Source: an optimization exercise on an open RTL-to-GDS flow (aim: small area). Production flows keep margins and buffers that such runs may drop.
At most, simulation tests tie the RTL to the original design; equivalence was not proved.
The clock port is modelled as an ideal driver; clocking choices that lean on that would not hold on a real chip.
Power is estimated from default activity; no workload was simulated.

==> flow/design.v <==
package rxTxPkg;
   typedef struct packed {
      logic [7:0]            marker;
      logic [7:0]            channel;
      logic [15:0]           seqNum;
      logic [7:0]            length;       
      logic [55:0]           reserved;
      logic [32-1:0] seed;
   } pktHeader_t;
   typedef union packed {
      pktHeader_t                 header;
      logic [3:0][32-1:0] sample;    
   } pktWord_u;
endpackage
`timescale 1ns/1ns
module rxTxCore (
   input  logic                  lcbClk,
   input  logic                  reset,
   input  logic [16-1:0] lcbAddress,
   input  logic [32-1:0] lcbDataIn,
   input  logic                  lcbWrite,
   input  logic                  lcbRead,
   input  logic                  lcbCoreSelect,
   output logic [32-1:0] lcbDataOut,
   output logic                  lcbAck,
   input  logic                  trigIn,
   input  logic                  c2sFifoFull,
   output logic [128-1:0] c2sData,
   output logic                  c2sWrite
);
   localparam int NC = 4;
   logic       strobe, wrAcc, rdAcc, chanHit, globId, globScr;
   logic [1:0] aCh;
   logic [3:0] aOff;
   assign strobe  = lcbCoreSelect & (lcbWrite | lcbRead);
   assign wrAcc   = lcbCoreSelect & lcbWrite;
   assign rdAcc   = lcbCoreSelect & lcbRead;
   assign chanHit = (lcbAddress[15:12] == 4'h1);
   assign globId  = (lcbAddress == 16'h0000);
   assign globScr = (lcbAddress == 16'h0004);
   assign aCh     = lcbAddress[9:8];
   assign aOff    = lcbAddress[3:0];
   logic       selId, selScr, selCtrl, selLen;
   logic       selSeed, selCnt;
   logic [1:0] selCh;
   logic [32-1:0] scratch;
   logic                  scrValid;    
   always_ff @(posedge lcbClk or posedge reset)
   begin
      if (reset)
      begin
         lcbAck   <= 1'b0;
         scrValid <= 1'b0;
      end
      else
      begin
         lcbAck <= strobe;
         if (wrAcc && globScr)
            scrValid <= 1'b1;
      end
   end
   always_ff @(posedge lcbClk)
   begin
      if (wrAcc && globScr)
         scratch <= lcbDataIn;
   end
   always_ff @(posedge lcbClk)
   begin
      selId   <= rdAcc & globId;
      selScr  <= rdAcc & globScr;
      selCtrl <= rdAcc & chanHit & (aOff == 4'h0);
      selLen  <= rdAcc & chanHit & (aOff == 4'h4);
      selSeed <= rdAcc & chanHit & (aOff == 4'h8);
      selCnt  <= rdAcc & chanHit & (aOff == 4'hC);
      selCh   <= aCh;
   end
   logic [NC-1:0]                 enable;
   logic [NC-1:0][3:0]            lenReg;
   logic [NC-1:0][32-1:0] seedReg;
   logic [NC-1:0][32-1:0] pktCount;
   logic [NC-1:0]                 busy;
   logic [NC-1:0][3:0]            capLen;
   logic [NC-1:0][32-1:0] capSeed;
   logic [NC-1:0]                 seedValid;
   logic [NC-1:0]                 cntValid;
   logic [NC-1:0]                 capValid;
   logic [NC-1:0]                 start;
   logic [NC-1:0]                 done;      
   logic       locked;
   logic [1:0] lastCh;       
   logic       hdrOut;       
   logic [3:0] wordOut;      
   logic [3:0] carryOut;     
   logic [3:0] carryNext;
   logic       pending;      
   logic [32-1:0] curCount;
   assign pending  = c2sWrite & ~locked;
   logic [NC-1:0] ownHot;
   always_comb
      for (int i = 0; i < NC; i++)
         ownHot[i] = (lastCh == 2'(i));
   hotSel4 cntSel (.hot(ownHot & cntValid), .d(pktCount), .q(curCount));
   for (genvar i = 0; i < NC; i++)
   begin : genChan
      logic wsel;
      assign wsel     = wrAcc & chanHit & (aCh == 2'(i));
      assign start[i] = trigIn & enable[i] & ~busy[i];
      always_ff @(posedge lcbClk or posedge reset)
      begin
         if (reset)
         begin
            enable[i]   <= 1'b0;
            lenReg[i]   <= 4'd1;
            seedValid[i] <= 1'b0;
            cntValid[i]  <= 1'b0;
            busy[i]      <= 1'b0;
         end
         else
         begin
            if (wsel && aOff == 4'h0) enable[i]  <= lcbDataIn[0];
            if (wsel && aOff == 4'h4)  lenReg[i]  <= lcbDataIn[3:0];
            if (wsel && aOff == 4'h8) seedValid[i] <= 1'b1;
            if (pending && lastCh == 2'(i))  cntValid[i]  <= 1'b1;
            if (start[i])
               busy[i] <= 1'b1;
            else if (done[i])
               busy[i] <= 1'b0;
         end
      end
      always_ff @(posedge lcbClk)
      begin
         if (wsel && aOff == 4'h8) seedReg[i]  <= lcbDataIn;
         if (pending && lastCh == 2'(i))  pktCount[i] <= curCount + 32'd1;
         if (start[i])
         begin
            capLen[i]   <= lenReg[i];
            capSeed[i]  <= seedReg[i];
            capValid[i] <= seedValid[i];
         end
      end
   end
   logic [1:0] pickIdx, cand, curIdx;
   logic       pickValid, grant, lastWord;
   logic [3:0] ownLen;
   always_comb
   begin
      pickIdx   = lastCh;
      pickValid = 1'b0;
      for (int k = NC; k > 0; k--)
      begin
         cand = lastCh + 2'(k);
         if (busy[cand])
         begin
            pickIdx   = cand;
            pickValid = 1'b1;
         end
      end
   end
   assign ownLen   = capLen[lastCh];
   assign curIdx   = locked ? lastCh : pickIdx;
   assign grant    = (locked | pickValid) & ~c2sFifoFull;
   assign lastWord = locked ? (hdrOut ? (ownLen == 4'd1) : (wordOut + 4'd2 == ownLen))
                            : (capLen[pickIdx] == 4'd0);
   assign done     = (grant & lastWord) ? (NC'(1) << curIdx) : '0;
   always_ff @(posedge lcbClk or posedge reset)
   begin
      if (reset)
      begin
         locked   <= 1'b0;
         lastCh   <= '0;
         c2sWrite <= 1'b0;
      end
      else
      begin
         c2sWrite <= grant;
         if (grant)
         begin
            locked <= ~lastWord;
            lastCh <= curIdx;
         end
      end
   end
   always_ff @(posedge lcbClk)
   begin
      if (grant)
      begin
         hdrOut  <= ~locked;
         wordOut <= (locked & ~hdrOut) ? wordOut + 4'd1 : 4'd0;
         carryOut <= locked ? carryNext : 4'd0;
      end
   end
   logic [32-1:0] seedSel;
   logic [1:0]            lo;
   logic [25:0]           hi, hiInc;
   logic [3:0]            mid0, mid1;
   logic [3:0]            nextWord;
   logic [3:0][32-1:0] smp;
   hotSel4 seedPick (.hot(ownHot & capValid), .d(capSeed), .q(seedSel));
   assign lo      = seedSel[1:0];
   assign hi      = seedSel[31:6];
   assign hiInc   = hi + 26'd1;
   assign mid0    = seedSel[5:2] + wordOut;
   assign mid1    = seedSel[5:2] + wordOut + 4'd1;
   assign nextWord = hdrOut ? 4'd0 : wordOut + 4'd1;
   always_comb
   begin
      for (int k = 0; k < 4; k++)
      begin
         logic [6:0] t;
         t = {1'b0, seedSel[5:0]} + {1'b0, nextWord, 2'b00} + 7'(k);
         carryNext[k] = t[6];
      end
   end
   for (genvar k = 0; k < 4; k++)
   begin : genSmp
      logic [2:0]  l;
      logic [3:0]  m;
      logic        keep, useInc, useSeed;
      logic [25:0] smpHi;
      assign l       = {1'b0, lo} + 3'(k);
      assign m       = l[2] ? mid1 : mid0;
      assign keep    = (k == 0) | ~hdrOut;
      assign useInc  = keep & carryOut[k];
      assign useSeed = keep & ~carryOut[k];
      pick2 #(.W(26)) hiPick (.sa(useInc), .a(hiInc), .sb(useSeed), .b(hi), .q(smpHi));
      assign smp[k]  = {smpHi, {4{keep}} & m[3:0], {2{keep}} & l[1:0]};
   end
   assign c2sData = {smp[3], smp[2], smp[1], smp[0]}
                  | (hdrOut ? {8'hA5, 6'd0, lastCh, curCount[15:0], 4'd0, ownLen, 56'd0, 32'd0} : '0);
   logic [8:0]             rdHot;
   logic [8:0][31:0]       rdWord;
   logic [31:0]            rdData;
   always_comb
   begin
      for (int i = 0; i < NC; i++)
      begin
         rdHot[i]      = selSeed & (selCh == 2'(i)) & seedValid[i];
         rdHot[NC + i] = selCnt & (selCh == 2'(i)) & cntValid[i];
         rdWord[i]      = seedReg[i];
         rdWord[NC + i] = pktCount[i];
      end
      rdHot[8]  = selScr & scrValid;
      rdWord[8] = scratch;
   end
   logic [2:0][31:0] rdPartN;
   for (genvar g = 0; g < 3; g++)
   begin : genRd
      hotSel3n rdSel (.hot(rdHot[3*g +: 3]), .d(rdWord[3*g +: 3]), .qn(rdPartN[g]));
   end
   assign rdData = ~(rdPartN[0] & rdPartN[1] & rdPartN[2]);
   always_comb
   begin
      lcbDataOut = rdData;
      if (selId)   lcbDataOut = lcbDataOut | 32'h52580001;
      if (selCtrl) lcbDataOut = lcbDataOut | {31'd0, enable[selCh]};
      if (selLen)  lcbDataOut = lcbDataOut | {28'd0, lenReg[selCh]};
   end
endmodule
module hotSel4 (
   input  logic [3:0]       hot,
   input  logic [3:0][31:0] d,
   output logic [31:0]      q
);
   assign q = ({32{hot[0]}} & d[0]) | ({32{hot[1]}} & d[1]) | ({32{hot[2]}} & d[2]) | ({32{hot[3]}} & d[3]);
endmodule
module pick2 #(
   parameter int W = 26
) (
   input  logic         sa,
   input  logic [W-1:0] a,
   input  logic         sb,
   input  logic [W-1:0] b,
   output logic [W-1:0] q
);
   assign q = ({W{sa}} & a) | ({W{sb}} & b);
endmodule
module hotSel3n (
   input  logic [2:0]       hot,
   input  logic [2:0][31:0] d,
   output logic [31:0]      qn
);
   assign qn = ~(({32{hot[0]}} & d[0]) | ({32{hot[1]}} & d[1]) | ({32{hot[2]}} & d[2]));
endmodule
Settings: LEC_CHECK=0, CAP_MARGIN=20, CORE_MARGIN=2, CORE_UTILIZATION=65, SLEW_MARGIN=20, SYNTH_HIERARCHICAL=1, SYNTH_MINIMUM_KEEP_SIZE=0; clock period 6.0 ns.
standard.sh (not shown) runs the stock make flow with config.mk's settings and CLKGATE_MAP_FILE= SYNTH_SCRIPT=/design/flow/synth_recipe.tcl, a recipe that flattens the netlist after the stock synthesis.
==> flow/flow/run.sh <==
#!/bin/bash
set -euo pipefail
export BUFFER_PORTS_ARGS="-buffer_cell sky130_fd_sc_hd__buf_1"
export CTS_ARGS="-sink_clustering_enable -repair_clock_nets -dont_use_dummy_load -sink_clustering_size 30 -sink_clustering_max_diameter 100"
bash standard.sh > standard_flow.log 2>&1
==> next run, changes <==
--- a/flow/design.v
+++ b/flow/design.v
@@ -91,17 +91,18 @@
    logic       hdrOut;       
    logic [3:0] wordOut;      
    logic [3:0] carryOut;     
    logic [3:0] carryNext;
    logic       pending;      
-   logic [32-1:0] curCount;
+   logic [32-1:0] curCount, countInc;
    assign pending  = c2sWrite & ~locked;
    logic [NC-1:0] ownHot;
    always_comb
       for (int i = 0; i < NC; i++)
          ownHot[i] = (lastCh == 2'(i));
    hotSel4 cntSel (.hot(ownHot & cntValid), .d(pktCount), .q(curCount));
+   incr #(.W(32), .S(11)) cntIncr (.a(curCount), .q(countInc));
    for (genvar i = 0; i < NC; i++)
    begin : genChan
       logic wsel;
       assign wsel     = wrAcc & chanHit & (aCh == 2'(i));
       assign start[i] = trigIn & enable[i] & ~busy[i];
@@ -128,11 +129,11 @@
          end
       end
       always_ff @(posedge lcbClk)
       begin
          if (wsel && aOff == 4'h8) seedReg[i]  <= lcbDataIn;
-         if (pending && lastCh == 2'(i))  pktCount[i] <= curCount + 32'd1;
+         if (pending && lastCh == 2'(i))  pktCount[i] <= countInc;
          if (start[i])
          begin
             capLen[i]   <= lenReg[i];
             capSeed[i]  <= seedReg[i];
             capValid[i] <= seedValid[i];
@@ -261,10 +262,28 @@
    input  logic [3:0][31:0] d,
    output logic [31:0]      q
 );
    assign q = ({32{hot[0]}} & d[0]) | ({32{hot[1]}} & d[1]) | ({32{hot[2]}} & d[2]) | ({32{hot[3]}} & d[3]);
 endmodule
+module incr #(
+   parameter int W = 32,
+   parameter int S = 8
+) (
+   input  logic [W-1:0] a,
+   output logic [W-1:0] q
+);
+   logic [W-1:0] c;    
+   always_comb
+   begin
+      for (int i = 0; i < W; i++)
+         if (i % S == 0)
+            c[i] = (i == 0) ? 1'b1 : &(a | ~((W'(1) << i) - W'(1)));
+         else
+            c[i] = c[i-1] & a[i-1];
+   end
+   assign q = a ^ c;
+endmodule
 module pick2 #(
    parameter int W = 26
 ) (
    input  logic         sa,
    input  logic [W-1:0] a,
Final cell count shrinks by 1.8%.
Clock power is about the same.
Setup slack improved by 130 ps.
Synthesized area shrinks by 0.58%.
Via count shrinks by 2.2%.
Die area shrinks by 0.56%.
Global-route usage shrinks by 0.88 points.
Total power shrinks by 8.5%.
Sequential share of layout area stays flat.
Core utilization stays flat.
Clock skew hardly moves.
Clock-buffer cell count is unchanged.
The RTL of the second run of this note was laid out without a check of its function.

## what the ideal ports hide
Ports are ideal in the flow. The routed layouts listed here were re-timed in OpenROAD.
Step 1: set_driving_cell puts a clkbuf_16 on lcbClk and a buf_2 on each other input, an assumption about the parent block.
Step 2 also shifts input and output timing later by t, the mid clock arrival at the registers, as if the neighbouring blocks saw the same clock.
a / b / c = no drivers / after step 1 / after step 2; a / b = the first two.
run	shift t [ns]	setup slack, ns	latest minus earliest clock arrival (ns)
the first run	0.580	0.151 / 0.099 / 0.679	0.051 / 0.051
the second run	0.584	0.277 / 0.220 / 0.804	0.046 / 0.046
After both steps every run listed still meets setup and hold.
